Source: an optimization exercise on an open RTL-to-GDS flow (aim: small area). Production flows keep margins and buffers that such runs may drop. RTL that was checked went through simulation tests only; none was proved equivalent to the original. Function not checked in run 2: the RTL went through the layout flow alone. Power is estimated from default activity; no workload was simulated.

$ cat config.mk
export PLATFORM = sky130hd
export DESIGN_NAME = knob_calc_top
export DESIGN_NICKNAME = knob_calc_top
export VERILOG_FILES = /design/flow/design.v
export SDC_FILE = /design/flow/constraint.sdc
export NUM_CORES = 4
export LEC_CHECK = 0
export CAP_MARGIN = 20
export CORE_MARGIN = 2
export CORE_UTILIZATION = 40
export SLEW_MARGIN = 20
$ cat constraint.sdc
create_clock -name core_clock -period 5.0 [get_ports {clk}]
set_input_delay 1.0000 -clock core_clock [delete_from_list [all_inputs] [get_ports {clk}]]
set_output_delay 1.0000 -clock core_clock [all_outputs]
set_load 0.01 [all_outputs]
$ cat design.v
`timescale 1ns/1ps
`default_nettype none
module knob_calc_top (
        input  logic         clk,
        input  logic         reset,
        input  logic         rot,
        input  logic [3:0]   bits,
        output logic [127:0] line1,
        output logic [127:0] line2
);
        logic        rot_q;
        logic [3:0]  c;
        logic [2:0]  opcode;
        logic [3:0]  lo;
        logic [4:0]  addr;
        logic [15:0] tmp_a;      
        logic [15:0] tmp_b;      
        logic        pend;       
        logic        wr_pend;    
        logic        disp_q;
        logic [2:0]  p;
        logic        clr;
        logic [15:0] l1;
        logic [15:0] l2;
        logic        shown;
        logic [15:0] ring [4][8];
        wire turn = rot & ~rot_q;
        wire op_write  = (opcode == 3'd0);
        wire op_read   = (opcode == 3'd1);
        wire op_pair   = (opcode == 3'd2);
        wire op_sub    = (opcode == 3'd6);
        wire op_shift  = (opcode == 3'd7);
        wire op_addsub = (opcode == 3'd5) || op_sub;
        logic [3:0] c_last;
        always_comb begin
                case (opcode)
                        3'd1:    c_last = 4'd4;
                        3'd2:    c_last = 4'd6;
                        3'd7:    c_last = 4'd7;
                        default: c_last = 4'd8;
                endcase
        end
        wire t_lo   = turn && !op_write && ((c == 4'd1) || (c == 4'd3 && !op_read) || (c == 4'd5 && op_addsub))
                   || turn && op_write && (c == 4'd1);
        wire t_hi   = turn && !op_write && ((c == 4'd2) || (c == 4'd4 && !op_read) || (c == 4'd6 && op_addsub))
                   || turn && op_write && (c == 4'd2);
        wire t_read = t_hi && ((c == 4'd2 && !op_write) || (c == 4'd4 && (op_pair || op_addsub)));
        wire t_data = turn && op_write && (c >= 4'd3) && (c <= 4'd6);
        wire t_shft = turn && op_shift && (c == 4'd5);
        wire t_add  = turn && op_addsub && (c == 4'd7);
        wire t_wr   = (turn && op_write && (c == 4'd6)) || t_shft || t_add;
        wire second = c[2] && (c[1] || c[0]);
        wire        rmatch = (addr[1:0] == p[1:0]);
        wire        tap4 = addr[2] ^ p[2];
        wire [15:0] rraw = tap4 ? ring[addr[4:3]][4] : ring[addr[4:3]][0];
        wire [15:0] rv = clr ? 16'h0000 : rraw;
        wire        cap = pend && rmatch;
        wire        cap_a = cap && (op_pair ? !second : second);
        wire        cap_b = cap && !cap_a;
        wire [15:0] sum = op_sub ? tmp_b - tmp_a : tmp_b + tmp_a;
        wire        wnow = wr_pend && (addr[2:0] == p);
        wire [15:0] wdata = clr ? 16'h0000 : tmp_b;
        always_ff @(posedge clk) begin
                for (int r = 0; r < 4; r++) begin
                        for (int k = 0; k < 7; k++)
                                ring[r][k] <= ring[r][k+1];
                        ring[r][7] <= (clr || (wnow && addr[4:3] == r[1:0])) ? wdata : ring[r][0];
                end
        end
        always_ff @(posedge clk) begin
                if (reset) begin
                        rot_q   <= 1'b0;
                        c       <= 4'd0;
                        pend    <= 1'b0;
                        wr_pend <= 1'b0;
                        disp_q  <= 1'b0;
                        p       <= 3'd0;
                        clr     <= 1'b1;
                end else begin
                        rot_q  <= rot;
                        disp_q <= 1'b0;
                        p      <= p + 3'd1;
                        if (p == 3'd7)
                                clr <= 1'b0;
                        if (cap)
                                pend <= 1'b0;
                        if (t_read)
                                pend <= 1'b1;
                        if (wnow)
                                wr_pend <= 1'b0;
                        if (t_wr)
                                wr_pend <= 1'b1;
                        if (turn) begin
                                if (c == 4'd0) begin
                                        if (bits[2:0] != 3'd3 && bits[2:0] != 3'd4)
                                                c <= 4'd1;
                                end else if (c == c_last) begin
                                        c      <= 4'd0;
                                        disp_q <= 1'b1;
                                end else begin
                                        c <= c + 4'd1;
                                end
                        end
                end
        end
        always_ff @(posedge clk) begin
                if (turn && c == 4'd0)
                        opcode <= bits[2:0];
                if (t_lo)
                        lo <= bits;
                if (t_hi)
                        addr <= {bits[0], lo};
                if (cap_a)
                        tmp_a <= rv;
                if (cap_b)
                        tmp_b <= rv;
                else if (t_add)
                        tmp_b <= sum;
                else if (t_shft)
                        tmp_b <= tmp_b << bits;
                else if (t_data)
                        tmp_b <= {bits, tmp_b[15:4]};
        end
        always_ff @(posedge clk) begin
                if (reset) begin
                        l1    <= 16'h0000;
                        l2    <= 16'h0000;
                        shown <= 1'b0;
                end else if (disp_q) begin
                        l1    <= op_pair ? tmp_a : {11'd0, addr};
                        l2    <= tmp_b;
                        shown <= 1'b1;
                end
        end
        for (genvar i = 0; i < 16; i++) begin : g_char
                assign line1[i*8 +: 8] = {2'b00, shown, shown, 3'b000, l1[i]};
                assign line2[i*8 +: 8] = {2'b00, shown, shown, 3'b000, l2[i]};
        end
endmodule
`default_nettype wire
$ cat flow/run.sh
#!/bin/bash
# Layout flow: the standard flow (standard.sh), with
#  - smaller port buffers and a clock tree without dummy loads (ORFS env knobs),
#  - the constant-0 output ports of two characters sharing one tie cell
#    (flow/ties.tcl, run on the placed design before clock tree synthesis).
# Each tool's output goes to a log file of its own in the work folder.
set -euo pipefail
W=$(pwd)
export RESULTS=$W/orfs/results/$FLOW_PLATFORM/knob_calc_top/base
export BUFFER_PORTS_ARGS="-buffer_cell sky130_fd_sc_hd__buf_1"
export CTS_ARGS="-sink_clustering_enable -repair_clock_nets -dont_use_dummy_load $(cat $W/flow/cts_args.txt)"
bash standard.sh place > $W/log_standard_place.log 2>&1
openroad -no_init -exit $W/flow/ties.tcl > $W/log_ties.log 2>&1
bash standard.sh > $W/log_standard_finish.log 2>&1
$ cat flow/cts_args.txt
-sink_clustering_size 20 -sink_clustering_max_diameter 60 -buf_list sky130_fd_sc_hd__clkbuf_8
$ cat flow/ties.tcl
# Let the constant-0 output ports of two neighbouring characters share a single
# tie cell. repair_tie_fanout gives every constant port a tie cell of its own;
# here the ports line<n>[8i+k] of characters 2j and 2j+1 (n = 1, 2) are put on
# the net of one of them and the other tie cells are deleted.
read_db $::env(RESULTS)/3_place.odb
set block [ord::get_db_block]
array set keep {}
set removed 0
foreach inst [$block getInsts] {
  if {[[$inst getMaster] getName] ne "sky130_fd_sc_hd__conb_1"} { continue }
  set net [[$inst findITerm LO] getNet]
  if {$net eq "NULL"} { continue }
  set bterms [$net getBTerms]
  if {[llength $bterms] != 1 || [llength [$net getITerms]] != 1} { continue }
  set bt [lindex $bterms 0]
  if {![regexp {^(line[12])\[(\d+)\]$} [$bt getName] -> ln bit]} { continue }
  set key "$ln/[expr {$bit / 16}]"
  if {![info exists keep($key)]} {
    set keep($key) $net
    continue
  }
  $bt disconnect
  $bt connect $keep($key)
  odb::dbInst_destroy $inst
  odb::dbNet_destroy $net
  incr removed
}
puts "ties.tcl: removed $removed tie cells, [array size keep] kept"
write_db $::env(RESULTS)/3_place.odb
$ cat standard.sh
#!/bin/bash
# synth_recipe.tcl (not shown) runs the flow's synth.tcl, then flattens the netlist and writes it again
# the make line also repeats each setting of config.mk as NAME=value (left out here)
make -C /OpenROAD-flow-scripts/flow DESIGN_CONFIG=/design/flow/config.mk WORK_HOME=/design/flow/orfs CLKGATE_MAP_FILE= SYNTH_SCRIPT=/design/flow/synth_recipe.tcl "${@:-finish}"
==> flow_metrics.env, run 1 <==
export IMPL_tightest_slew_ps=998
export IMPL_vias_per_cell=4.91
export IMPL_finalClockSkew_ps=93.4
export IMPL_synth_mux_area_share_pct=9.69
export IMPL_portBuffers=102
export IMPL_globalplace_congestion=0.852
export IMPL_synth_commonest_cells="dfxtp_1, buf_4, nor2_1, mux2i_1, a21oi_1"
export IMPL_drcViolationCount=0
export IMPL_sequentialPowerShare_pct=67.8
export IMPL_fp_dieW_microns=224
export IMPL_max_freq_mhz=275
export IMPL_start_kind="register"
export IMPL_dieArea_sq_um=50200
export IMPL_initial_core_util_pct=40.5
export IMPL_leakage_nw=6.97
export IMPL_die_y_microns=224
export IMPL_drv_slew=0
export IMPL_yosysTopAreaCellShare_pct=57.6
export IMPL_reg2reg_depth=11
export IMPL_status="complete, no violations"
export IMPL_crit_chain="or4_4 -> or4_4 -> o31ai_1 -> xor2_1 -> ha_1 -> a21oi_1 -> nor2b_1 -> o31ai_1 -> nand2_1 -> xnor2_1 -> a21oi_1"
export IMPL_antenna_found_initial=1
export IMPL_nets=1476
export IMPL_yosysMostFrequentCell="dfxtp_1"
export IMPL_dr_first_iter_drc_count=665
export IMPL_path_delay_family="simple AND/OR/NAND/NOR gates"
export IMPL_switching_power_mw=1.55
export IMPL_crit_fanout=9
export IMPL_slowest_delay_ps=580
export IMPL_io_pin_count=263
export IMPL_crit_required_ps=5270
export IMPL_pwr_share_comb_pct=3.7
export IMPL_cts_root_buf="clkbuf_8"
export IMPL_rrSetupSlack_ps=1370
export IMPL_drt_wl_total_microns=41200
export IMPL_syn_inst=1567
export IMPL_ctsHoldBuffers=0
export IMPL_clk_pin_slew_worst_paths_ps=110
export IMPL_grt_max_degree=66
export IMPL_core_sq_um=47700
export IMPL_worstReg2RegEnd="tmp_b[14]"
export IMPL_min_path_type="reg -> reg"
export IMPL_h_tree_depth=2
export IMPL_clockBufferDepth=3
export IMPL_areaGrowthSynthToFinish_pct=-0.239
export IMPL_slowest_stage="or4_4"
export IMPL_synth_edff_count=44
export IMPL_hold_viol=0
export IMPL_fin_crit_ps=3630
export IMPL_p_clk_share_pct=28.5
export IMPL_synth_top_family_by_area="buffers and inverters"
export IMPL_finalCritPeriodShare_pct=72.7
export IMPL_rsz0062_at_grt="no"
export IMPL_dp_hpwl_microns=24300
export IMPL_power_density_nw_per_um2=371
export IMPL_layout_setup_ws_ps=1370
export IMPL_async_reset_ff_share_pct=0
export IMPL_cts_setup_buffers=0
export IMPL_min_to="ring[17][2]"
export IMPL_wl_per_cell_microns=20.0
export IMPL_num_vias=10100
export IMPL_yosys_most_used_dff="dfxtp_1"
export IMPL_synth_xor_xnor_area_share_pct=1.62
export IMPL_dpl_worst_slack_ps=1480
export IMPL_slew_headroom_pct=33.5
export IMPL_p_sw_share_pct=21.6
export IMPL_yosysTopAreaCell="dfxtp_1"
export IMPL_drive_above_1_share_pct=7.76
export IMPL_grt_pass1_wl_microns=61000
export IMPL_cts_resized=0
export IMPL_clkSinkCount=601
export IMPL_setup_viol=0
export IMPL_synthSimpleGateAreaFrac_pct=6.79
export IMPL_ys_seq_area_share_pct=64.4
export IMPL_avgSynthCellArea_sq_um=12.4
export IMPL_ys_seq_elements=601
export IMPL_hold_depth=0
export IMPL_grt_util_all_layers_pct=16.3
export IMPL_p_int_mw=5.62
export IMPL_rows=80
export IMPL_drt_pass1_iter_count=5
export IMPL_synth_warnings=2
export IMPL_ant_nets=0
export IMPL_synth_area_top_cells="dfxtp_1, buf_4, edfxtp_1, mux2i_1, mux4_2"
export IMPL_grt_pass1_vias=9776
export IMPL_arrival_ps=3910
export IMPL_total_power_mw=7.17
export IMPL_worstSetupPathType="reg -> reg"
export IMPL_vdd_drop_max_uv=155
export IMPL_synth_compound_area_share_pct=5.57
export IMPL_clk_latency_ps=620
export IMPL_r2r_start="tmp_a[4]"
export IMPL_synth_cell_types=66
export IMPL_critPathBufInv=0
export IMPL_cts_buffers_inserted=39
export IMPL_synthAdderAreaFrac_pct=1.53
export IMPL_overflow=0
export IMPL_min_delay_start="ring[18][2]"
export IMPL_cp_end_kind="register"
export IMPL_tritoncts="done"
export IMPL_finalSetupTns_ps=0
export IMPL_synth_area_sq_um=19400
export IMPL_drv_cap=0
-- flip-flops by register name, summed over array words and instances, names as in the netlist, 4 cells and up --
name,flops
lo,4
ring,512
l1,16
c,4
tmp_a,16
l2,16
addr,5
tmp_b,16
-- worst reg2reg max path: stages (launching register included) --
cell,delay (ps)
edfxtp_1,500
or4_4,580
or4_4,480
o31ai_1,300
xor2_1,210
ha_1,350
a21oi_1,300
nor2b_1,80
o31ai_1,190
nand2_1,100
xnor2_1,140
a21oi_1,80
-- power by group through the flow --
stage	registers, mW	logic, mW	clock network (mW)
after detailed placement	4.97	0.235	0
after global routing	4.87	0.282	2.30
after floorplan	4.96	0.288	0
after CTS	4.86	0.237	2.14
final	4.86	0.264	2.05
after global placement	4.97	0.234	0
-- stage by stage --
step           area, sq um  utilization (%)  hold WS, ps  cells
2_1_floorplan        20000                -          310   1726
3_3_place_gp         19300             40.4          310   2164
3_5_place_dp         19300             40.4          312   2164
4_1_cts              19300             40.4          224   2059
5_1_grt              19300             40.4          227   2060
6_report             19300             40.4          235   2060
-- metal layers --
metal	up-vias	GRT usage (%)	part of all wire [%]
met5	-	0	0
met4	0	7.51	4.2
met3	79	2.86	5.7
met2	382	26.5	46
met1	4903	21.2	44
li1	4752	-	-
-- cell usage in the layout (no fill, tap or decap), types with 13 or more instances in the layout --
master | netlist | routed
buf_4 | 226 | 13
mux4_2 | 34 | 34
nand2b_1 | 22 | 22
nor2b_1 | 16 | 15
ha_1 | 22 | 22
nand2_1 | 62 | 62
conb_1 | 1 | 16
edfxtp_1 | 44 | 44
a21oi_1 | 70 | 70
xor2_1 | 21 | 20
nor2_1 | 132 | 132
dfxtp_1 | 557 | 554
o21ai_0 | 19 | 19
buf_1 | 8 | 101
clkbuf_8 | 0 | 39
mux2i_1 | 103 | 103
nand3_1 | 22 | 22
-- cells by family after synthesis --
kind of cell | count (synthesis)
buf+inv | 304
other cells | 1
flops | 601
xor+xnor | 35
mux | 144
compound gates | 172
fa+ha+maj | 23
simple gates | 287
-- cell type report --
class | instances | area [sq um]
flip-flops and latches | 601 | 12500
well taps | 615 | 769
repair buffers | 116 | 502
fillers | 4483 | 28400
clock buffers | 39 | 537
multi-input cells | 677 | 4980
diodes | 1 | 2.50
inverters | 11 | 41.3
-- how the worst max path moves through the flow --
stage	start	to	slack, ps	cells past startpoint
floorplan	tmp_a[4]	tmp_b[11]	1680	11
global placement	tmp_a[4]	tmp_b[11]	1500	11
detailed placement	tmp_a[4]	tmp_b[11]	1480	11
CTS	tmp_a[4]	tmp_b[14]	1410	11
global route	tmp_a[4]	tmp_b[14]	1180	11
finish	tmp_a[4]	tmp_b[14]	1370	11
==> run 2, diff against run 1 <==
--- a/design.v
+++ b/design.v
@@ -59,3 +59,10 @@
         wire        cap_b = cap && !cap_a;
-        wire [15:0] sum = op_sub ? tmp_b - tmp_a : tmp_b + tmp_a;
+        logic [15:0] sum;
+        logic [16:0] cy;
+        assign cy[0] = op_sub;
+        for (genvar i = 0; i < 16; i++) begin : g_add
+                wire bb = tmp_a[i] ^ op_sub;
+                assign sum[i]  = tmp_b[i] ^ bb ^ cy[i];
+                assign cy[i+1] = (tmp_b[i] & bb) | (cy[i] & (tmp_b[i] ^ bb));
+        end
         wire        wnow = wr_pend && (addr[2:0] == p);
==> flow_metrics.env, run 2 <==
export IMPL_yosys_most_used_dff="dfxtp_1"
export IMPL_io_pin_count=263
export IMPL_layout_commonest_cell="dfxtp_1"
export IMPL_crit_required_ps=5270
export IMPL_finalClockSkew_ps=68.1
export IMPL_drt_pass1_iter_count=7
export IMPL_crit_chain="nand3b_1 -> nor2_4 -> a21oi_2 -> fa_2 -> fa_2 -> fa_2 -> fa_2 -> fa_2 -> fa_2 -> fa_2 -> fa_2 -> fa_2 -> fa_2 -> fa_2 -> inv_2 -> fa_1 -> inv_2 -> fa_2 -> fa_2 -> xnor3_1 -> xor2_1 -> nor2_1 -> a311oi_2 -> a21oi_1"
export IMPL_yosysTopAreaCell="dfxtp_1"
export IMPL_drv_slew=0
export IMPL_nets=1418
export IMPL_status="complete, but fails checks"
export IMPL_synth_area_top_cells="dfxtp_1, buf_4, edfxtp_1, mux2i_1, mux4_2"
export IMPL_grt_pass1_vias=9304
export IMPL_hold_viol=0
export IMPL_clockBufferDepth=3
export IMPL_antenna_found_initial=1
export IMPL_dpl_worst_slack_ps=-2240
export IMPL_leakage_nw=7.01
export IMPL_ys_seq_area_share_pct=64.7
export IMPL_sequentialPowerShare_pct=68.6
export IMPL_synth_warnings=2
export IMPL_vdd_drop_max_uv=134
export IMPL_p_int_mw=5.56
export IMPL_synth_cell_types=70
export IMPL_async_reset_ff_share_pct=0
export IMPL_synth_edff_count=44
export IMPL_drcViolationCount=0
export IMPL_portBuffers=102
export IMPL_slew_headroom_pct=35.1
export IMPL_areaGrowthSynthToFinish_pct=0.156
export IMPL_h_tree_depth=2
export IMPL_p_clk_share_pct=28.2
export IMPL_synth_commonest_cells="dfxtp_1, buf_4, nor2_1, mux2i_1, nand2_1"
export IMPL_grt_max_degree=66
export IMPL_ys_seq_elements=601
export IMPL_avgSynthCellArea_sq_um=12.9
export IMPL_fin_crit_ps=7130
export IMPL_so_faults="negative setup slack"
export IMPL_globalplace_congestion=0.842
export IMPL_instances_no_fill=2005
export IMPL_initial_core_util_pct=40.5
export IMPL_grt_util_all_layers_pct=15.5
export IMPL_finalCritPeriodShare_pct=143
export IMPL_cts_buffers_inserted=36
export IMPL_yosysMostFrequentCell="dfxtp_1"
export IMPL_p_sw_share_pct=21.4
export IMPL_drive_above_1_share_pct=11.8
export IMPL_grt_pass1_wl_microns=58300
export IMPL_arrival_ps=7390
export IMPL_overflow=0
export IMPL_drt_wl_total_microns=39800
export IMPL_yosysTopAreaCellShare_pct=57.8
export IMPL_fp_dieW_microns=224
export IMPL_vias_per_cell=4.78
export IMPL_ant_nets=0
export IMPL_layout_setup_ws_ps=-2130
export IMPL_post_route_util_pct=40.5
export IMPL_min_path_type="reg -> reg"
export IMPL_clkSinkCount=601
export IMPL_slowest_stage="edfxtp_1"
export IMPL_num_vias=9583
export IMPL_max_freq_mhz=140
export IMPL_power_density_nw_per_um2=366
export IMPL_core_sq_um=47600
export IMPL_finalSetupTns_ps=-7740
export IMPL_path_common_cell="fa_2"
export IMPL_syn_inst=1494
export IMPL_cts_root_buf="clkbuf_8"
export IMPL_dr_first_iter_drc_count=583
export IMPL_rows=80
export IMPL_worstSetupPathType="reg -> reg"
export IMPL_tightest_slew_ps=974
export IMPL_dp_hpwl_microns=23100
export IMPL_slowest_delay_ps=400
export IMPL_regMostFlops="ring"
export IMPL_dieArea_sq_um=50000
export IMPL_total_power_mw=7.07
export IMPL_drv_cap=0
export IMPL_setup_viol=6
export IMPL_crit_fanout=3
export IMPL_clk_pin_slew_worst_paths_ps=110
export IMPL_synth_area_sq_um=19300
export IMPL_cp_end_kind="register"
export IMPL_rsz0062_at_grt="yes"
export IMPL_critPathBufInv=2
export IMPL_clk_latency_ps=600
export IMPL_wl_per_cell_microns=19.8
export IMPL_largest_reg_flops=512
export IMPL_tritoncts="done"
export IMPL_pwr_share_comb_pct=3.2
export IMPL_switching_power_mw=1.52
export IMPL_start_kind="register"
export IMPL_final_cell_mix="dfxtp_1, nor2_1, mux2i_1"
export IMPL_die_y_microns=224
export IMPL_path_delay_family="adder cells"
export IMPL_dp_cells=2110
run 2: changes by cell type in the layout (fill, tap and decap cells not counted), moves of 7 or more:
cell     delta
buf_4      +26
fa_2       +13
ha_1       -16
nor2_1     -15
o21ai_0    -11
mux4_2      +8
a21oi_1    -21
inv_1       +7
run 2: worst register-to-register path, cell delays in order (launching register included):
cell and delay, ps:
edfxtp_1 400, nand3b_1 280, nor2_4 140, a21oi_2 50
fa_2 400, fa_2 390, fa_2 380, fa_2 400
fa_2 380, fa_2 390, fa_2 390, fa_2 390
fa_2 380, fa_2 380, fa_2 360, inv_2 60
fa_1 180, inv_2 50, fa_2 360, fa_2 360
xnor3_1 220, xor2_1 150, nor2_1 60, a311oi_2 210
a21oi_1 90
run 2: power by group through the flow:
stage | clock (mW) | combinational [mW] | sequential (mW)
after global routing | 2.25 | 0.243 | 4.85
after global placement | 0 | 0.196 | 4.96
after floorplan | 0 | 0.258 | 4.96
after CTS | 2.06 | 0.202 | 4.85
after detailed placement | 0 | 0.200 | 4.96
final | 2.00 | 0.228 | 4.85
run 2: kinds of logic (layout without fill, tap and decap cells):
| logic type | after synthesis | count (layout) | share of synthesized area [%] |
|---|---|---|---|
| AOI/OAI and AO/OA | 110 | 110 | 3.55 |
| buffers and inverters | 319 | 199 | 11.3 |
| DFF | 601 | 601 | 64.7 |
| muxes | 154 | 154 | 10.8 |
| other | 1 | 17 | 0.0194 |
| adders and majority gates | 20 | 20 | 1.84 |
| and+or+nand+nor | 264 | 264 | 6.51 |
| xor gates and xnor gates | 25 | 25 | 1.34 |
run 2: final timing paths:
path / start / to / slack [ps] / depth (start not counted)
max: opcode[0] / tmp_b[15] / -2130 / 24
min: ring[6][0] / ring[5][0] / 310 / 0
max reg2reg: opcode[0] / tmp_b[15] / -2130 / 24
min reg2reg: ring[6][0] / ring[5][0] / 310 / 0
run 2: per-stage QoR:
stage          hold WS [ps]  cell area [sq um]
2_1_floorplan           310              20000
3_3_place_gp            310              19300
3_5_place_dp            312              19300
4_1_cts                 297              19300
5_1_grt                 316              19300
6_report                305              19300
run 2: area by class of cell:
class | instances | area (sq um)
repair buffers | 142 | 698
clock buffers | 36 | 495
multi-input cells | 589 | 4790
flip-flops and latches | 601 | 12500
diodes | 1 | 2.50
fillers | 4433 | 28300
inverters | 21 | 78.8
well taps | 615 | 769
run 2: metal layers:
layer	vias up	GRT usage (%)	wire, microns
met5	-	0	0
met4	0	7.44	1810
met3	85	2.68	2210
met2	364	26.3	18800
met1	4655	19.2	17000
li1	4479	-	-
run 2: timing repair:
| action | CTS | global route |
|---|---|---|
| hold buffers | 0 | 0 |
| endpoints found under the setup margin | 7 | 7 |
| setup buffers | 2 | 0 |
| gates resized for setup | 3 | 3 |
==> run 3, diff against run 2 <==
--- a/design.v
+++ b/design.v
@@ -59,10 +59,3 @@
         wire        cap_b = cap && !cap_a;
-        logic [15:0] sum;
-        logic [16:0] cy;
-        assign cy[0] = op_sub;
-        for (genvar i = 0; i < 16; i++) begin : g_add
-                wire bb = tmp_a[i] ^ op_sub;
-                assign sum[i]  = tmp_b[i] ^ bb ^ cy[i];
-                assign cy[i+1] = (tmp_b[i] & bb) | (cy[i] & (tmp_b[i] ^ bb));
-        end
+        wire [15:0] sum = op_sub ? tmp_b - tmp_a : tmp_b + tmp_a;
         wire        wnow = wr_pend && (addr[2:0] == p);
==> flow/cts_args.txt (replaced) <==
-sink_clustering_size 20 -sink_clustering_max_diameter 60 -buf_list sky130_fd_sc_hd__clkbuf_4 sky130_fd_sc_hd__clkbuf_8
--- a/config.mk
+++ b/config.mk
@@ -7,5 +7,5 @@
 export LEC_CHECK = 0
-export CAP_MARGIN = 20
+export CAP_MARGIN = 0
 export CORE_MARGIN = 2
 export CORE_UTILIZATION = 40
-export SLEW_MARGIN = 20
+export SLEW_MARGIN = 0
==> flow_metrics.env, run 3 <==
export IMPL_dp_hpwl_microns=24300
export IMPL_synth_commonest_cells="dfxtp_1, buf_4, nor2_1, mux2i_1, a21oi_1"
export IMPL_synth_area_top_cells="dfxtp_1, buf_4, edfxtp_1, mux2i_1, mux4_2"
export IMPL_synth_area_sq_um=19400
export IMPL_synth_compound_area_share_pct=5.57
export IMPL_yosysTopAreaCellShare_pct=57.6
export IMPL_fp_dieW_microns=224
export IMPL_initial_core_util_pct=40.5
export IMPL_die_y_microns=224
export IMPL_portBuffers=102
export IMPL_synthAdderAreaFrac_pct=1.53
export IMPL_synth_edff_count=44
export IMPL_status="aborted with a tool error"
export IMPL_ys_seq_elements=601
export IMPL_globalplace_congestion=0.852
export IMPL_syn_inst=1567
export IMPL_synth_top_family_by_area="buffers and inverters"
export IMPL_avgSynthCellArea_sq_um=12.4
export IMPL_ys_seq_area_share_pct=64.4
export IMPL_synth_mux_area_share_pct=9.69
export IMPL_async_reset_ff_share_pct=0
export IMPL_failed_stage="clock tree synthesis"
export IMPL_yosysTopAreaCell="dfxtp_1"
export IMPL_rows=80
export IMPL_dp_cells=2164
export IMPL_synth_cell_types=66
export IMPL_io_pin_count=263
export IMPL_synthSimpleGateAreaFrac_pct=6.79
export IMPL_synth_xor_xnor_area_share_pct=1.62
export IMPL_yosysMostFrequentCell="dfxtp_1"
export IMPL_error="[ERROR STA-0564] clock_tree_synthesis positional arguments not supported."
export IMPL_synth_warnings=2
export IMPL_yosys_most_used_dff="dfxtp_1"
run 3: how the worst max path moves through the flow:
| stage | end | slack, ps | depth (start not counted) |
|---|---|---|---|
| floorplan | tmp_b[11] | 1680 | 11 |
| global placement | tmp_b[11] | 1500 | 11 |
| detailed placement | tmp_b[11] | 1480 | 11 |
run 3: logic make-up after synthesis:
family	count (synthesis)
AOI/OAI and AO/OA	172
xor gates and xnor gates	35
adders and majority gates	23
buffers and inverters	304
DFF	601
muxes	144
other	1
and+or+nand+nor	287
run 3: through the flow:
step,area [sq um],utilization [%],setup slack [ps]
floorplan,20000,-,1680
global placement,19300,40.4,1500
detailed placement,19300,40.4,1480
run 3: power by group through the flow:
stage | sequential, mW | combinational, mW | clock (mW)
floorplan | 4.96 | 0.288 | 0
global placement | 4.97 | 0.234 | 0
detailed placement | 4.97 | 0.235 | 0
==> run 4, diff against run 3 <==
==> flow/cts_args.txt (replaced) <==
-sink_clustering_size 20 -sink_clustering_max_diameter 60 -buf_list {sky130_fd_sc_hd__clkbuf_4 sky130_fd_sc_hd__clkbuf_8}
==> flow_metrics.env, run 4 <==
export IMPL_synth_edff_count=44
export IMPL_tritoncts="done"
export IMPL_syn_inst=1567
export IMPL_io_pin_count=263
export IMPL_grt_util_all_layers_pct=16.3
export IMPL_h_tree_depth=2
export IMPL_leakage_nw=6.97
export IMPL_initial_core_util_pct=40.5
export IMPL_hold_viol=0
export IMPL_tightest_slew_ps=1120
export IMPL_clk_pin_slew_worst_paths_ps=110
export IMPL_areaGrowthSynthToFinish_pct=-0.239
export IMPL_clkSinkCount=601
export IMPL_drv_cap=0
export IMPL_yosysMostFrequentCell="dfxtp_1"
export IMPL_worstSetupPathType="reg -> reg"
export IMPL_fp_dieW_microns=224
export IMPL_drive_above_1_share_pct=7.76
export IMPL_power_density_nw_per_um2=371
export IMPL_yosysTopAreaCell="dfxtp_1"
export IMPL_dp_hpwl_microns=24300
export IMPL_max_freq_mhz=275
export IMPL_vias_per_cell=4.91
export IMPL_sequentialPowerShare_pct=67.8
export IMPL_synth_area_sq_um=19400
export IMPL_layout_commonest_cell="dfxtp_1"
export IMPL_pwr_share_comb_pct=3.7
export IMPL_finalClockSkew_ps=93.4
export IMPL_wl_per_cell_microns=20.0
export IMPL_regMostFlops="ring"
export IMPL_cts_resized=0
export IMPL_async_reset_ff_share_pct=0
export IMPL_multiInputGateArea_sq_um=4980
export IMPL_synth_warnings=2
export IMPL_cts_buffers_inserted=39
export IMPL_nets=1476
export IMPL_dpl_cell_area_sq_um=19300
export IMPL_grt_max_degree=66
export IMPL_core_sq_um=47700
export IMPL_p_sw_share_pct=21.6
export IMPL_slew_headroom_pct=25.6
export IMPL_fill_cells=4483
export IMPL_start_kind="register"
export IMPL_p_clk_share_pct=28.5
export IMPL_finalSetupTns_ps=0
export IMPL_die_y_microns=224
export IMPL_grt_pass1_wl_microns=61000
export IMPL_drv_slew=0
export IMPL_design_area_sq_um=19300
export IMPL_slowest_delay_ps=580
export IMPL_ant_nets=0
export IMPL_dieArea_sq_um=50200
export IMPL_drcViolationCount=0
export IMPL_cp_end_kind="register"
export IMPL_synth_area_top_cells="dfxtp_1, buf_4, edfxtp_1, mux2i_1, mux4_2"
export IMPL_portBuffers=102
export IMPL_ctsHoldBuffers=0
export IMPL_final_cell_mix="dfxtp_1, nor2_1, mux2i_1"
export IMPL_min_path_type="reg -> reg"
export IMPL_post_route_util_pct=40.4
export IMPL_crit_chain="or4_4 -> or4_4 -> o31ai_1 -> xor2_1 -> ha_1 -> a21oi_1 -> nor2b_1 -> o31ai_1 -> nand2_1 -> xnor2_1 -> a21oi_1"
export IMPL_globalplace_congestion=0.852
export IMPL_dr_first_iter_drc_count=665
export IMPL_crit_fanout=9
export IMPL_num_vias=10100
export IMPL_avgSynthCellArea_sq_um=12.4
export IMPL_fin_crit_ps=3640
export IMPL_finalCritPeriodShare_pct=72.7
export IMPL_clockBufferDepth=3
export IMPL_grt_pass1_vias=9776
export IMPL_yosys_most_used_dff="dfxtp_1"
export IMPL_hold_slack_ps=235
export IMPL_cts_root_buf="clkbuf_8"
export IMPL_cts_setup_buffers=0
export IMPL_yosysTopAreaCellShare_pct=57.6
export IMPL_ff_latch_area_sq_um=12500
export IMPL_rsz0062_at_grt="no"
export IMPL_ys_seq_elements=601
export IMPL_synth_cell_types=66
export IMPL_antenna_found_initial=1
export IMPL_rrSetupSlack_ps=1360
export IMPL_overflow=0
export IMPL_ys_seq_area_share_pct=64.4
export IMPL_arrival_ps=3910
export IMPL_switching_power_mw=1.55
export IMPL_drt_pass1_iter_count=5
export IMPL_drt_wl_total_microns=41200
export IMPL_synth_commonest_cells="dfxtp_1, buf_4, nor2_1, mux2i_1, a21oi_1"
export IMPL_clk_latency_ps=620
export IMPL_rows=80
export IMPL_slowest_stage="or4_4"
export IMPL_status="complete, no violations"
export IMPL_setup_viol=0
export IMPL_crit_required_ps=5270
export IMPL_largest_reg_flops=512
export IMPL_vdd_drop_max_uv=155
export IMPL_p_int_mw=5.62
run 4: cell counts after synthesis:
No cell type changed its count.
run 4: cells by family (layout without fill, tap and decap cells):
logic type / Yosys count / count (layout) / share of synthesized area [%]
compound gates: 172 / 172 / 5.57
fa+ha+maj: 23 / 23 / 1.53
buf+inv: 304 / 166 / 10.4
simple gates: 287 / 287 / 6.79
other cells: 1 / 17 / 0.0194
mux: 144 / 144 / 9.69
flops: 601 / 601 / 64.4
xor+xnor: 35 / 35 / 1.62
run 4: layout make-up:
cell class                 count  area share [%]
sequential                   601            64.6
multi-input combinational    677            25.8
tap                          615            3.98
clock buffer                  39            2.78
timing repair buffer         116            2.60
inverter                      11           0.214
antenna                        1          0.0130
run 4: metrics by stage:
step	total power [mW]	cells	setup slack [ps]
finish	7.17	2060	1360
global route	7.45	2060	1180
global placement	5.20	2164	1500
CTS	7.24	2059	1410
detailed placement	5.21	2164	1480
floorplan	5.25	1726	1680
run 4: worst paths after layout:
check | from | to | cells past startpoint
hold reg to reg | ring[18][2] | ring[17][2] | 0
setup reg to reg | tmp_a[4] | tmp_b[14] | 11
setup / recovery | tmp_a[4] | tmp_b[14] | 11
hold / removal | ring[18][2] | ring[17][2] | 0
run 4: metal layers:
| layer | vias up | global-route usage [%] | routed length, microns |
|---|---|---|---|
| met5 | - | 0 | 0 |
| met3 | 79 | 2.86 | 2340 |
| met4 | 0 | 7.51 | 1740 |
| li1 | 4752 | - | - |
| met2 | 382 | 26.5 | 18800 |
| met1 | 4906 | 21.2 | 18300 |
run 4: power groups by stage:
stage | registers (mW) | clock network (mW) | logic (mW)
3_5_place_dp | 4.97 | 0 | 0.235
3_3_place_gp | 4.97 | 0 | 0.234
5_1_grt | 4.87 | 2.30 | 0.282
4_1_cts | 4.86 | 2.14 | 0.237
2_1_floorplan | 4.96 | 0 | 0.288
6_report | 4.86 | 2.05 | 0.264
run 4: critical path, delay by kind of cell (launching register included):
| family | cells | cell delay [ps] |
|---|---|---|
| flops | 1 | 500 |
| simple gates | 4 | 1240 |
| fa+ha+maj | 1 | 350 |
| compound gates | 4 | 870 |
| xor+xnor | 2 | 350 |
==> run 5, diff against run 4 <==
==> flow/cts_args.txt (replaced) <==
-sink_clustering_size 16 -sink_clustering_max_diameter 40 -buf_list {sky130_fd_sc_hd__clkbuf_4 sky130_fd_sc_hd__clkbuf_8}
--- a/config.mk
+++ b/config.mk
@@ -7,5 +7,6 @@
 export LEC_CHECK = 0
-export CAP_MARGIN = 0
+export CAP_MARGIN = 20
 export CORE_MARGIN = 2
-export CORE_UTILIZATION = 40
-export SLEW_MARGIN = 0
+export CORE_UTILIZATION = 65
+export PLACE_DENSITY = 0.75
+export SLEW_MARGIN = 20
==> flow_metrics.env, run 5 <==
export IMPL_wl_met1_microns=17500
export IMPL_ys_seq_elements=601
export IMPL_switching_power_mw=1.59
export IMPL_grt_max_degree=66
export IMPL_drcViolationCount=0
export IMPL_layout_commonest_cell="dfxtp_1"
export IMPL_fill_cells=2230
export IMPL_power_density_nw_per_um2=387
export IMPL_portBuffers=102
export IMPL_diodes=0
export IMPL_reg2reg_depth=11
export IMPL_cts_resized=0
export IMPL_post_route_util_pct=65.1
export IMPL_nets=1490
export IMPL_rows=63
export IMPL_syn_inst=1567
export IMPL_dp_hpwl_microns=23600
export IMPL_areaGrowthSynthToFinish_pct=-0.847
export IMPL_synthAdderAreaFrac_pct=1.53
export IMPL_finalCritPeriodShare_pct=72.7
export IMPL_synth_area_top_cells="dfxtp_1, buf_4, edfxtp_1, mux2i_1, mux4_2"
export IMPL_min_to="ring[12][6]"
export IMPL_rsz0062_at_grt="no"
export IMPL_drt_pass1_iter_count=5
export IMPL_cp_end_kind="register"
export IMPL_grt_pass1_vias=10100
export IMPL_wl_met3_microns=2580
export IMPL_core_sq_um=29500
export IMPL_yosysMostFrequentCell="dfxtp_1"
export IMPL_die_y_microns=177
export IMPL_start_kind="register"
export IMPL_num_vias=10300
export IMPL_p_sw_share_pct=21.4
export IMPL_cts_root_buf="clkbuf_8"
export IMPL_arrival_ps=3920
export IMPL_p_int_mw=5.84
export IMPL_clkSinkCount=601
export IMPL_finalSetupTns_ps=0
export IMPL_leakage_nw=7.05
export IMPL_drv_slew=0
export IMPL_drive_above_1_share_pct=8.50
export IMPL_sequentialPowerShare_pct=65.5
export IMPL_fin_crit_ps=3630
export IMPL_min_path_type="reg -> reg"
export IMPL_min_delay_start="ring[13][6]"
export IMPL_max_freq_mhz=275
export IMPL_h_tree_depth=2
export IMPL_grt_pass1_wl_microns=60000
export IMPL_status="complete, no violations"
export IMPL_synth_area_sq_um=19400
export IMPL_total_power_mw=7.43
export IMPL_tightest_slew_ps=1020
export IMPL_dieArea_sq_um=31200
export IMPL_initial_core_util_pct=65.7
export IMPL_synth_cell_types=66
export IMPL_wl_per_cell_microns=21.5
export IMPL_ant_nets=0
export IMPL_final_cell_mix="dfxtp_1, nor2_1, mux2i_1"
export IMPL_synth_edff_count=44
export IMPL_dr_first_iter_drc_count=864
export IMPL_synth_xor_xnor_area_share_pct=1.62
export IMPL_ctsHoldBuffers=0
export IMPL_worstSetupPathType="reg -> reg"
export IMPL_synth_mux_area_share_pct=9.69
export IMPL_largest_reg_flops=512
export IMPL_antenna_found_initial=0
export IMPL_avgSynthCellArea_sq_um=12.4
export IMPL_tritoncts="done"
export IMPL_pwr_share_comb_pct=3.5
export IMPL_globalplace_congestion=0.957
export IMPL_crit_required_ps=5290
export IMPL_route_met2_wl_microns=18100
export IMPL_synthSimpleGateAreaFrac_pct=6.79
export IMPL_regMostFlops="ring"
export IMPL_clk_latency_ps=610
export IMPL_grt_util_all_layers_pct=25.7
export IMPL_vias_per_cell=5.55
export IMPL_cts_buffers_inserted=52
export IMPL_clockBufferDepth=3
export IMPL_finalClockSkew_ps=68.6
export IMPL_overflow=0
export IMPL_r2r_start="tmp_a[4]"
export IMPL_ys_seq_area_share_pct=64.4
export IMPL_synth_compound_area_share_pct=5.57
export IMPL_yosysTopAreaCellShare_pct=57.6
export IMPL_drt_wl_total_microns=39700
export IMPL_vdd_drop_max_uv=266
export IMPL_crit_fanout=6
export IMPL_synth_commonest_cells="dfxtp_1, buf_4, nor2_1, mux2i_1, a21oi_1"
export IMPL_fp_dieW_microns=177
export IMPL_hold_depth=0
export IMPL_setup_viol=0
export IMPL_slew_headroom_pct=31.8
export IMPL_rrSetupSlack_ps=1370
export IMPL_io_pin_count=263
export IMPL_dp_cells=1940
export IMPL_synth_top_family_by_area="buffers and inverters"
export IMPL_drv_cap=0
export IMPL_async_reset_ff_share_pct=0
export IMPL_instances_no_fill=1848
export IMPL_clk_pin_slew_worst_paths_ps=90
export IMPL_p_clk_share_pct=31.1
export IMPL_synth_warnings=2
export IMPL_hold_viol=0
export IMPL_worstReg2RegEnd="tmp_b[11]"
export IMPL_yosys_most_used_dff="dfxtp_1"
export IMPL_top_layer="met4"
export IMPL_yosysTopAreaCell="dfxtp_1"
export IMPL_cts_setup_buffers=0
run 5: cell counts after synthesis:
Identical to the previous run, type by type.
run 5: cell families after synthesis:
| family | count (synthesis) |
|---|---|
| muxes | 144 |
| AOI/OAI and AO/OA | 172 |
| and+or+nand+nor | 287 |
| other | 1 |
| buffers and inverters | 304 |
| DFF | 601 |
| adders and majority gates | 23 |
| xor gates and xnor gates | 35 |
run 5: layout make-up:
class	instances	area, sq um	share of cell area, %
clock buffer	52	716	3.73
inverter	11	41.3	0.215
multi-input combinational	677	4970	25.9
sequential	601	12500	65.0
tap	390	488	2.54
timing repair buffer	117	497	2.59
run 5: worst max-delay path by stage:
stage                        start   endpoint  slack (ps)  cells past startpoint
after global placement    tmp_a[4]  tmp_b[11]        1520                     11
after CTS                 tmp_a[4]  tmp_b[11]        1360                     11
after detailed placement  tmp_a[4]  tmp_b[11]        1450                     11
after global routing      tmp_a[4]  tmp_b[14]        1150                     11
after floorplan           tmp_a[4]  tmp_b[11]        1680                     11
final                     tmp_a[4]  tmp_b[11]        1370                     11
run 5: power groups by stage:
stage               logic, mW  registers [mW]  clock network, mW
floorplan               0.288            4.96                  0
global placement        0.228            4.97                  0
detailed placement      0.230            4.97                  0
CTS                     0.231            4.86               2.35
global route            0.276            4.86               2.52
finish                  0.257            4.86               2.31
run 5: metal layers:
| layer | GRT usage [%] | up-vias |
|---|---|---|
| li1 | - | 4784 |
| met1 | 34.3 | 4991 |
| met2 | 41.4 | 406 |
| met3 | 4.87 | 78 |
| met4 | 10.4 | 0 |
| met5 | 0 | - |
run 5: per-stage QoR:
step                      cell area, sq um  hold WS, ps  setup slack (ps)
after CTS                            19200          293              1360
after global routing                 19200          285              1150
final                                19200          291              1370
after floorplan                      20000          310              1680
after detailed placement             19000          312              1450
after global placement               19000          310              1520
run 5: worst max-delay path, stage by stage, from the launching register on:
cell	delay, ps
edfxtp_1	480
or4_4	570
or4_4	480
o21ai_1	170
xor2_1	190
ha_1	330
a21o_1	200
nand2b_1	170
or4_1	480
o311a_1	140
nand3_1	80
o21ai_1	60
==> run 6, diff against run 5 <==
==> flow/cts_args.txt (replaced) <==
-sink_clustering_size 20 -sink_clustering_max_diameter 60 -buf_list sky130_fd_sc_hd__clkbuf_8
--- a/flow/ties.tcl
+++ b/flow/ties.tcl
@@ -1,4 +1,4 @@
-# Let the constant-0 output ports of two neighbouring characters share a single
+# Let the constant-0 output ports of eight neighbouring characters share a single
 # tie cell. repair_tie_fanout gives every constant port a tie cell of its own;
-# here the ports line<n>[8i+k] of characters 2j and 2j+1 (n = 1, 2) are put on
+# here the ports line<n>[8i+k] of characters 8j to 8j+7 (n = 1, 2) are put on
 # the net of one of them and the other tie cells are deleted.
@@ -16,3 +16,3 @@
   if {![regexp {^(line[12])\[(\d+)\]$} [$bt getName] -> ln bit]} { continue }
-  set key "$ln/[expr {$bit / 16}]"
+  set key "$ln/[expr {$bit / 64}]"
   if {![info exists keep($key)]} {
--- a/config.mk
+++ b/config.mk
@@ -9,4 +9,4 @@
 export CORE_MARGIN = 2
-export CORE_UTILIZATION = 65
-export PLACE_DENSITY = 0.75
+export CORE_UTILIZATION = 40
+export GPL_TIMING_DRIVEN = 0
 export SLEW_MARGIN = 20
==> flow_metrics.env, run 6 <==
export IMPL_tritoncts="done"
export IMPL_diodes=0
export IMPL_dp_hpwl_microns=29800
export IMPL_ctsHoldBuffers=0
export IMPL_h_tree_depth=2
export IMPL_die_y_microns=224
export IMPL_num_vias=11100
export IMPL_synth_area_top_cells="dfxtp_1, buf_4, edfxtp_1, mux2i_1, mux4_2"
export IMPL_drcViolationCount=0
export IMPL_status="complete, no violations"
export IMPL_yosys_most_used_dff="dfxtp_1"
export IMPL_drive_above_1_share_pct=17.8
export IMPL_regMostFlops="ring"
export IMPL_core_sq_um=47700
export IMPL_power_density_nw_per_um2=336
export IMPL_overflow=0
export IMPL_grt_pass1_wl_microns=62100
export IMPL_cts_resized=0
export IMPL_cts_setup_buffers=0
export IMPL_largest_reg_flops=512
export IMPL_dieArea_sq_um=50200
export IMPL_layout_commonest_cell="dfxtp_1"
export IMPL_tightest_slew_ps=1090
export IMPL_drt_wl_total_microns=41500
export IMPL_synth_commonest_cells="dfxtp_1, buf_4, nor2_1, mux2i_1, a21oi_1"
export IMPL_syn_inst=1567
export IMPL_crit_required_ps=5260
export IMPL_io_pin_count=263
export IMPL_crit_fanout=9
export IMPL_ys_seq_area_share_pct=64.4
export IMPL_avgSynthCellArea_sq_um=12.4
export IMPL_yosysMostFrequentCell="dfxtp_1"
export IMPL_max_freq_mhz=257
export IMPL_areaGrowthSynthToFinish_pct=12.0
export IMPL_cts_buffers_inserted=39
export IMPL_drv_slew=0
export IMPL_start_kind="register"
export IMPL_finalClockSkew_ps=122
export IMPL_portBuffers=101
export IMPL_drv_cap=0
export IMPL_synth_area_sq_um=19400
export IMPL_initial_core_util_pct=40.5
export IMPL_fin_crit_ps=3890
export IMPL_antenna_found_initial=0
export IMPL_leakage_nw=8.71
export IMPL_finalCritPeriodShare_pct=77.9
export IMPL_cp_end_kind="register"
export IMPL_synth_warnings=2
export IMPL_clkSinkCount=601
export IMPL_ys_seq_elements=601
export IMPL_yosysTopAreaCell="dfxtp_1"
export IMPL_total_power_mw=7.27
export IMPL_worstSetupPathType="reg -> reg"
export IMPL_finalSetupTns_ps=0
export IMPL_setup_viol=0
export IMPL_grt_max_degree=45
export IMPL_clk_latency_ps=650
export IMPL_globalplace_congestion=0.885
export IMPL_clk_pin_slew_worst_paths_ps=100
export IMPL_clockBufferDepth=3
export IMPL_synth_edff_count=44
export IMPL_grt_util_all_layers_pct=16.3
export IMPL_dr_first_iter_drc_count=603
export IMPL_rows=80
export IMPL_vdd_drop_max_uv=154
export IMPL_reg2reg_depth=12
export IMPL_wl_per_cell_microns=16.7
export IMPL_nets=1900
export IMPL_rrSetupSlack_ps=1110
export IMPL_grt_pass1_vias=10500
export IMPL_fp_dieW_microns=224
export IMPL_hold_viol=0
export IMPL_min_path_type="reg -> reg"
export IMPL_drt_pass1_iter_count=5
export IMPL_rsz0062_at_grt="no"
export IMPL_slew_headroom_pct=26.5
export IMPL_yosysTopAreaCellShare_pct=57.6
export IMPL_final_cell_mix="dfxtp_1, buf_4, conb_1"
export IMPL_arrival_ps=4150
export IMPL_async_reset_ff_share_pct=0
export IMPL_ant_nets=0
export IMPL_cts_root_buf="clkbuf_8"
export IMPL_vias_per_cell=4.48
export IMPL_synth_cell_types=66
export IMPL_hold_depth=0
==> run 6: worst paths after layout <==
path,endpoint,start
max reg2reg,tmp_b[14],tmp_a[4]
max,tmp_b[14],tmp_a[4]
min reg2reg,ring[14][1],ring[15][1]
min,ring[14][1],ring[15][1]
==> run 6: layout make-up <==
cell class | count | area (sq um)
plain buffers | 293 | 1960
well taps | 615 | 769
clock buffers | 39 | 537
fillers | 4401 | 26100
multi-input cells | 821 | 5490
inverters | 11 | 41.3
flip-flops and latches | 601 | 12500
repair buffers | 103 | 404
==> run 6: report_power, final <==
part / internal (mW) / switching (mW) / total, mW
clock: 0.706 / 1.35 / 2.06
combinational: 0.156 / 0.202 / 0.359
sequential: 4.84 / 0.00856 / 4.85
total: 5.71 / 1.57 / 7.27
==> run 6: metal layers <==
metal,share of wire (%),wire length [microns],up-vias,global-route usage [%]
met5,0,0,-,0
met4,2.9,1210,0,6.28
met3,6.2,2560,68,2.62
met2,45,18700,374,26.4
met1,46,19000,5232,21.9
li1,-,-,5457,-
==> run 6: logic make-up (layout without fill, tap and decap cells) <==
group,count (synthesis),after routing,synth area share [%]
flops,601,601,64.4
fa+ha+maj,23,23,1.53
mux,144,144,9.69
xor+xnor,35,35,1.62
other cells,1,160,0.0194
compound gates,172,172,5.57
buf+inv,304,446,10.4
simple gates,287,287,6.79
==> run 6: metrics by stage <==
step / hold slack (ps) / utilization [%] / setup slack, ps / area, sq um / instances
floorplan: 310 / - / 1680 / 20000 / 1726
global placement: 309 / 44.2 / 1270 / 21100 / 2442
detailed placement: 312 / 44.3 / 1230 / 21100 / 2444
CTS: 296 / 45.4 / 1140 / 21700 / 2483
global route: 293 / 45.4 / 779 / 21700 / 2483
finish: 302 / 45.4 / 1110 / 21700 / 2483
==> run 6: critical path, stage by stage, from the launching register on <==
cell and delay, ps:
edfxtp_1 490, or4_4 570, or4_4 490, o31ai_1 310, xor2_1 250, ha_1 260
clkbuf_1 200, a21oi_1 310, nor2b_1 80, o31ai_1 200, nand2_1 90, xnor2_1 210
a21oi_1 90
==> run 7, diff against run 6 <==
--- a/flow/run.sh
+++ b/flow/run.sh
@@ -3,3 +3,3 @@
 #  - smaller port buffers and a clock tree without dummy loads (ORFS env knobs),
-#  - the constant-0 output ports of two characters sharing one tie cell
+#  - the constant-0 output ports of eight characters sharing one tie cell
 #    (flow/ties.tcl, run on the placed design before clock tree synthesis).
--- a/config.mk
+++ b/config.mk
@@ -7,2 +7,3 @@
 export LEC_CHECK = 0
+export ABC_AREA = 1
 export CAP_MARGIN = 20
@@ -10,3 +11,2 @@
 export CORE_UTILIZATION = 40
-export GPL_TIMING_DRIVEN = 0
 export SLEW_MARGIN = 20
==> flow_metrics.env, run 7 <==
export IMPL_leakage_nw=7.83
export IMPL_vdd_drop_max_uv=138
export IMPL_path_common_cell="inv_1"
export IMPL_synth_area_top_cells="dfxtp_1, buf_4, nand2_1, edfxtp_1, inv_1"
export IMPL_ys_seq_area_share_pct=63.8
export IMPL_dpl_worst_slack_ps=1590
export IMPL_grt_util_all_layers_pct=17.6
export IMPL_drive_above_1_share_pct=4.58
export IMPL_power_density_nw_per_um2=372
export IMPL_finalSetupTns_ps=0
export IMPL_max_freq_mhz=308
export IMPL_start_kind="register"
export IMPL_fin_crit_ps=3250
export IMPL_synthSimpleGateAreaFrac_pct=12.7
export IMPL_setup_viol=0
export IMPL_min_path_type="reg -> reg"
export IMPL_grt_max_degree=66
export IMPL_diodes=0
export IMPL_yosysTopAreaCellShare_pct=57.1
export IMPL_synth_compound_area_share_pct=7.70
export IMPL_overflow=0
export IMPL_clk_latency_ps=630
export IMPL_drv_cap=0
export IMPL_synth_top_family_by_area="buffers and inverters"
export IMPL_worstSetupPathType="reg -> reg"
export IMPL_areaGrowthSynthToFinish_pct=-1.01
export IMPL_layout_commonest_cell="dfxtp_1"
export IMPL_cts_resized=0
export IMPL_nets=1866
export IMPL_synth_area_sq_um=19500
export IMPL_cts_setup_buffers=0
export IMPL_dp_hpwl_microns=30300
export IMPL_layout_setup_ws_ps=1750
export IMPL_path_delay_family="simple AND/OR/NAND/NOR gates"
export IMPL_yosys_most_used_dff="dfxtp_1"
export IMPL_arrival_ps=3570
export IMPL_grt_pass1_vias=11300
export IMPL_cts_root_buf="clkbuf_8"
export IMPL_crit_fanout=20
export IMPL_synth_edff_count=44
export IMPL_status="complete, no violations"
export IMPL_final_cell_mix="dfxtp_1, nand2_1, inv_1"
export IMPL_syn_inst=1961
export IMPL_drt_pass1_iter_count=7
export IMPL_ant_nets=0
export IMPL_h_tree_depth=2
export IMPL_wl_met1_microns=20200
export IMPL_tritoncts="done"
export IMPL_grt_pass1_wl_microns=67500
export IMPL_regMostFlops="ring"
export IMPL_dieArea_sq_um=50600
export IMPL_ys_seq_elements=601
export IMPL_crit_chain="inv_1 -> ha_1 -> nor2_1 -> xor2_1 -> nand3_1 -> nand4_1 -> buf_4 -> o21ai_1 -> inv_1"
export IMPL_clockBufferDepth=3
export IMPL_synth_commonest_cells="dfxtp_1, nand2_1, buf_4, inv_1, o21ai_0"
export IMPL_synthAdderAreaFrac_pct=1.51
export IMPL_core_sq_um=47900
export IMPL_crit_required_ps=5320
export IMPL_portBuffers=102
export IMPL_synth_warnings=2
export IMPL_synth_cell_types=54
export IMPL_finalCritPeriodShare_pct=65.0
export IMPL_tightest_slew_ps=1180
export IMPL_clkSinkCount=601
export IMPL_avgSynthCellArea_sq_um=9.96
export IMPL_critPathBufInv=3
export IMPL_finalClockSkew_ps=89.6
export IMPL_drcViolationCount=0
export IMPL_slowest_stage="nand3_1"
export IMPL_rsz0062_at_grt="no"
export IMPL_cts_buffers_inserted=39
export IMPL_synth_mux_area_share_pct=0
export IMPL_clk_pin_slew_worst_paths_ps=120
export IMPL_rrSetupSlack_ps=1750
export IMPL_async_reset_ff_share_pct=0
export IMPL_fp_dieW_microns=225
export IMPL_yosysTopAreaCell="dfxtp_1"
export IMPL_synth_xor_xnor_area_share_pct=0.852
export IMPL_ctsHoldBuffers=0
export IMPL_drt_wl_total_microns=44600
export IMPL_io_pin_count=263
export IMPL_wl_met3_microns=2810
export IMPL_num_vias=11900
export IMPL_route_met2_wl_microns=20200
export IMPL_cp_end_kind="register"
export IMPL_slowest_delay_ps=840
export IMPL_antenna_found_initial=1
export IMPL_vias_per_cell=4.85
export IMPL_wl_per_cell_microns=18.2
export IMPL_largest_reg_flops=512
export IMPL_top_layer="met4"
export IMPL_drv_slew=0
export IMPL_slew_headroom_pct=21.6
export IMPL_hold_viol=0
export IMPL_dr_first_iter_drc_count=800
export IMPL_initial_core_util_pct=40.7
export IMPL_yosysMostFrequentCell="dfxtp_1"
export IMPL_die_y_microns=225
export IMPL_rows=80
export IMPL_globalplace_congestion=0.951
[run 7: cell count changes in the layout (fill, tap and decap cells not counted), sizes merged, moves of 46 or more]
cell    before  now
nor2       134   80
o21ai       25  130
mux2i      103    0
conb       160    4
buf        350  109
clkbuf      85   39
nand3       22   87
inv         11  168
nand2       62  401
[run 7: cell families (layout without fill, tap and decap cells)]
group                    count (synthesis)  count (layout)
AND/OR/NAND/NOR                        596             596
XOR/XNOR                                19              19
AO/OA/AOI/OAI                          272             272
other                                    1               4
adder cells (fa/ha/maj)                 23              23
buffers and inverters                  449             319
flip-flops                             601             601
[run 7: routing by layer]
| metal | up-vias | GRT usage [%] |
|---|---|---|
| li1 | 5723 | - |
| met5 | - | 0 |
| met4 | 0 | 6.00 |
| met1 | 5601 | 23.3 |
| met2 | 476 | 29.0 |
| met3 | 89 | 3.31 |
[run 7: worst reg2reg max path, cell delays in order, from the launching register on]
cell,delay (ps)
dfxtp_1,420
inv_1,150
ha_1,250
nor2_1,150
xor2_1,270
nand3_1,840
nand4_1,300
buf_4,320
o21ai_1,190
inv_1,140
[run 7: report_power, final]
| part | internal (mW) | switching, mW |
|---|---|---|
| Combinational | 0.0535 | 0.192 |
| Sequential | 4.86 | 0.0155 |
| Clock | 0.706 | 1.37 |
[run 7: cell type report]
class	instances	area, sq um
flip-flops and latches	601	12500
repair buffers	109	435
well taps	615	769
clock buffers	39	537
multi-input cells	914	4480
fillers	4625	28600
inverters	171	642
[run 7: stage by stage]
step           cells  util (%)  power (mW)  hold slack [ps]  instance area, sq um
3_5_place_dp    2566      40.4        5.22              312                 19400
2_1_floorplan   2120         -        5.27              310                 20100
3_3_place_gp    2566      40.4        5.22              310                 19400
6_report        2449      40.3        7.20              314                 19300
5_1_grt         2449      40.3        7.47              315                 19300
4_1_cts         2449      40.3        7.27              312                 19300
[run 7: path summary, 6_finish.rpt]
check                                  start  cells past startpoint           end
worst min-delay path            ring[14][13]                      0  ring[13][13]
worst max register to register          c[0]                      9     tmp_b[14]
worst min register to register  ring[14][13]                      0  ring[13][13]
worst max-delay path                    c[0]                      9     tmp_b[14]
==> run 8, diff against run 7 <==
--- a/config.mk
+++ b/config.mk
@@ -7,3 +7,2 @@
 export LEC_CHECK = 0
-export ABC_AREA = 1
 export CAP_MARGIN = 20
==> flow_metrics.env, run 8 <==
export IMPL_vdd_drop_max_uv=155
export IMPL_sequentialPowerShare_pct=68.0
export IMPL_final_cell_mix="dfxtp_1, nor2_1, mux2i_1"
export IMPL_cts_setup_buffers=0
export IMPL_status="complete, no violations"
export IMPL_synth_compound_area_share_pct=5.57
export IMPL_finalCritPeriodShare_pct=72.4
export IMPL_p_clk_share_pct=28.6
export IMPL_hold_slack_ps=234
export IMPL_drt_wl_total_microns=37500
export IMPL_core_sq_um=47700
export IMPL_drt_pass1_iter_count=5
export IMPL_synth_area_sq_um=19400
export IMPL_largest_reg_flops=512
export IMPL_drv_slew=0
export IMPL_dp_hpwl_microns=24300
export IMPL_ctsHoldBuffers=0
export IMPL_regMostFlops="ring"
export IMPL_worstSetupPathType="reg -> reg"
export IMPL_die_y_microns=224
export IMPL_drcViolationCount=0
export IMPL_multiInputGateArea_sq_um=4940
export IMPL_slowest_delay_ps=580
export IMPL_min_path_type="reg -> reg"
export IMPL_overflow=0
export IMPL_portBuffers=102
export IMPL_layout_commonest_cell="dfxtp_1"
export IMPL_avgSynthCellArea_sq_um=12.4
export IMPL_synth_xor_xnor_area_share_pct=1.62
export IMPL_cts_root_buf="clkbuf_8"
export IMPL_yosysMostFrequentCell="dfxtp_1"
export IMPL_finalSetupTns_ps=0
export IMPL_ff_latch_area_sq_um=12500
export IMPL_globalplace_congestion=0.852
export IMPL_yosysTopAreaCellShare_pct=57.6
export IMPL_io_pin_count=263
export IMPL_crit_chain="or4_4 -> or4_4 -> o31ai_1 -> xor2_1 -> ha_1 -> a21oi_1 -> nor2b_1 -> o31ai_1 -> nand2_1 -> xnor2_1 -> a21oi_1"
export IMPL_start_kind="register"
export IMPL_dpl_worst_slack_ps=1480
export IMPL_tightest_slew_ps=983
export IMPL_finalClockSkew_ps=94.8
export IMPL_cts_buffers_inserted=39
export IMPL_dr_first_iter_drc_count=569
export IMPL_slowest_stage="or4_4"
export IMPL_leakage_nw=6.93
export IMPL_tritoncts="done"
export IMPL_drv_cap=0
export IMPL_synth_cell_types=66
export IMPL_yosysTopAreaCell="dfxtp_1"
export IMPL_dieArea_sq_um=50200
export IMPL_synth_mux_area_share_pct=9.69
export IMPL_syn_inst=1567
export IMPL_power_density_nw_per_um2=371
export IMPL_grt_util_all_layers_pct=15.0
export IMPL_clkSinkCount=601
export IMPL_drive_above_1_share_pct=7.82
export IMPL_hold_viol=0
export IMPL_rows=80
export IMPL_wl_per_cell_microns=18.3
export IMPL_switching_power_mw=1.53
export IMPL_layout_setup_ws_ps=1380
export IMPL_areaGrowthSynthToFinish_pct=-0.472
export IMPL_hold_depth=0
export IMPL_p_int_mw=5.62
export IMPL_grt_max_degree=66
export IMPL_fin_crit_ps=3620
export IMPL_h_tree_depth=2
export IMPL_clk_pin_slew_worst_paths_ps=110
export IMPL_ant_nets=0
export IMPL_pwr_share_comb_pct=3.4
export IMPL_synthSimpleGateAreaFrac_pct=6.79
export IMPL_max_freq_mhz=276
export IMPL_cts_resized=0
export IMPL_ys_seq_elements=601
export IMPL_grt_pass1_vias=9667
export IMPL_nets=1464
export IMPL_initial_core_util_pct=40.5
export IMPL_crit_fanout=9
export IMPL_async_reset_ff_share_pct=0
export IMPL_synthAdderAreaFrac_pct=1.53
export IMPL_synth_commonest_cells="dfxtp_1, buf_4, nor2_1, mux2i_1, a21oi_1"
export IMPL_clk_latency_ps=620
export IMPL_fill_cells=4481
export IMPL_grt_pass1_wl_microns=57400
export IMPL_clockBufferDepth=3
export IMPL_arrival_ps=3890
export IMPL_slew_headroom_pct=34.5
export IMPL_synth_area_top_cells="dfxtp_1, buf_4, edfxtp_1, mux2i_1, mux4_2"
export IMPL_antenna_found_initial=1
export IMPL_p_sw_share_pct=21.4
export IMPL_fp_dieW_microns=224
export IMPL_yosys_most_used_dff="dfxtp_1"
export IMPL_cp_end_kind="register"
export IMPL_reg2reg_depth=11
export IMPL_vias_per_cell=4.88
export IMPL_setup_viol=0
export IMPL_synth_warnings=2
export IMPL_ys_seq_area_share_pct=64.4
export IMPL_crit_required_ps=5270
export IMPL_synth_edff_count=44
export IMPL_num_vias=9986
export IMPL_rsz0062_at_grt="no"
export IMPL_synth_top_family_by_area="buffers and inverters"
-- run 8: cell count changes after synthesis, moves of 16 or more --
cell	change
nand2b_1	+22
nor2_1	+57
a21oi_1	-24
o21ai_0	-98
nor2b_1	+16
clkbuf_1	+30
inv_1	-148
mux4_2	+34
nand3_1	-61
nand2_1	-332
mux2i_1	+103
-- run 8: final timing paths --
check | end | slack (ps) | startpoint
worst min-delay path | ring[17][2] | 230 | ring[18][2]
worst max-delay path | tmp_b[14] | 1380 | tmp_a[4]
worst max register to register | tmp_b[14] | 1380 | tmp_a[4]
worst min register to register | ring[17][2] | 230 | ring[18][2]
-- run 8: critical path: cells and delay by family (launching register included) --
kind / cells / cell delay, ps
AOI/OAI and AO/OA: 4 / 860
xor gates and xnor gates: 2 / 350
adders and majority gates: 1 / 350
DFF: 1 / 490
and+or+nand+nor: 4 / 1240
-- run 8: stage by stage --
step	instance area (sq um)	utilization, %	power, mW	cells
final	19300	40.4	7.15	2048
after CTS	19300	40.3	7.24	2047
after global placement	19300	40.4	5.20	2164
after global routing	19300	40.4	7.44	2048
after detailed placement	19300	40.4	5.21	2164
after floorplan	20000	-	5.25	1726
-- run 8: cell type report --
class                      instances  area share, %
sequential                       601           64.8
multi-input combinational        665           25.6
tap                              615           3.99
clock buffer                      39           2.79
timing repair buffer             116           2.60
inverter                          11          0.214
antenna                            1         0.0130
-- run 8: cells by family (layout without fill, tap and decap cells) --
kind of cell             count (synthesis)  in the layout
flip-flops                             601            601
multiplexers                           144            144
adder cells (fa/ha/maj)                 23             23
buffers and inverters                  304            166
other                                    1              5
AO/OA/AOI/OAI                          172            172
XOR/XNOR                                35             35
AND/OR/NAND/NOR                        287            287
-- run 8: per-layer routing --
metal	track usage (%)	part of all wire (%)	up-vias
li1	-	-	4735
met1	20.7	48	4863
met2	24.1	45	329
met3	2.28	4.6	59
met4	4.86	2.3	0
met5	0	0	-
-- run 8: power by group through the flow --
stage                     clock, mW  sequential [mW]  combinational (mW)
after floorplan                   0             4.96               0.288
after global placement            0             4.97               0.234
after detailed placement          0             4.97               0.235
after CTS                      2.14             4.86               0.237
after global routing           2.30             4.87               0.266
final                          2.05             4.86               0.243

## what the ideal ports hide
In the flow no input, the clock included, has a driving cell. The finished layouts below were timed again as built, in two steps.
Step 1, drivers: a clkbuf_16 drives clk and a buf_2 each remaining input, both assumed.
Step 2 moves the port delays by t, midway between the first and last clock arrival at a register: inputs arrive t later, outputs are due t later. That takes back most of the time a late clock gives input paths.
Slacks: no drivers / after step 1 / after step 2; pairs: no drivers / after step 1.
run | t, ns | setup WS [ns] | hold slack, ns
run 1 | 0.623 | 1.365 / 1.365 / 1.365 | 0.235 / 0.235 / 0.235
run 2 | 0.613 | -2.126 / -2.126 / -2.126 | 0.305 / 0.305 / 0.305
run 4 | 0.623 | 1.365 / 1.365 / 1.365 | 0.235 / 0.235 / 0.235
run 5 | 0.618 | 1.366 / 1.366 / 1.366 | 0.291 / 0.291 / 0.291
run 6 | 0.639 | 1.106 / 1.106 / 1.106 | 0.302 / 0.302 / 0.302
run 7 | 0.639 | 1.751 / 1.751 / 1.462 | 0.314 / 0.314 / 0.314
run 8 | 0.624 | 1.381 / 1.381 / 1.381 | 0.234 / 0.234 / 0.234
The setup slack of run 7, which loses most, moves by 0.000 ns with the drivers and by -0.289 ns with both steps.
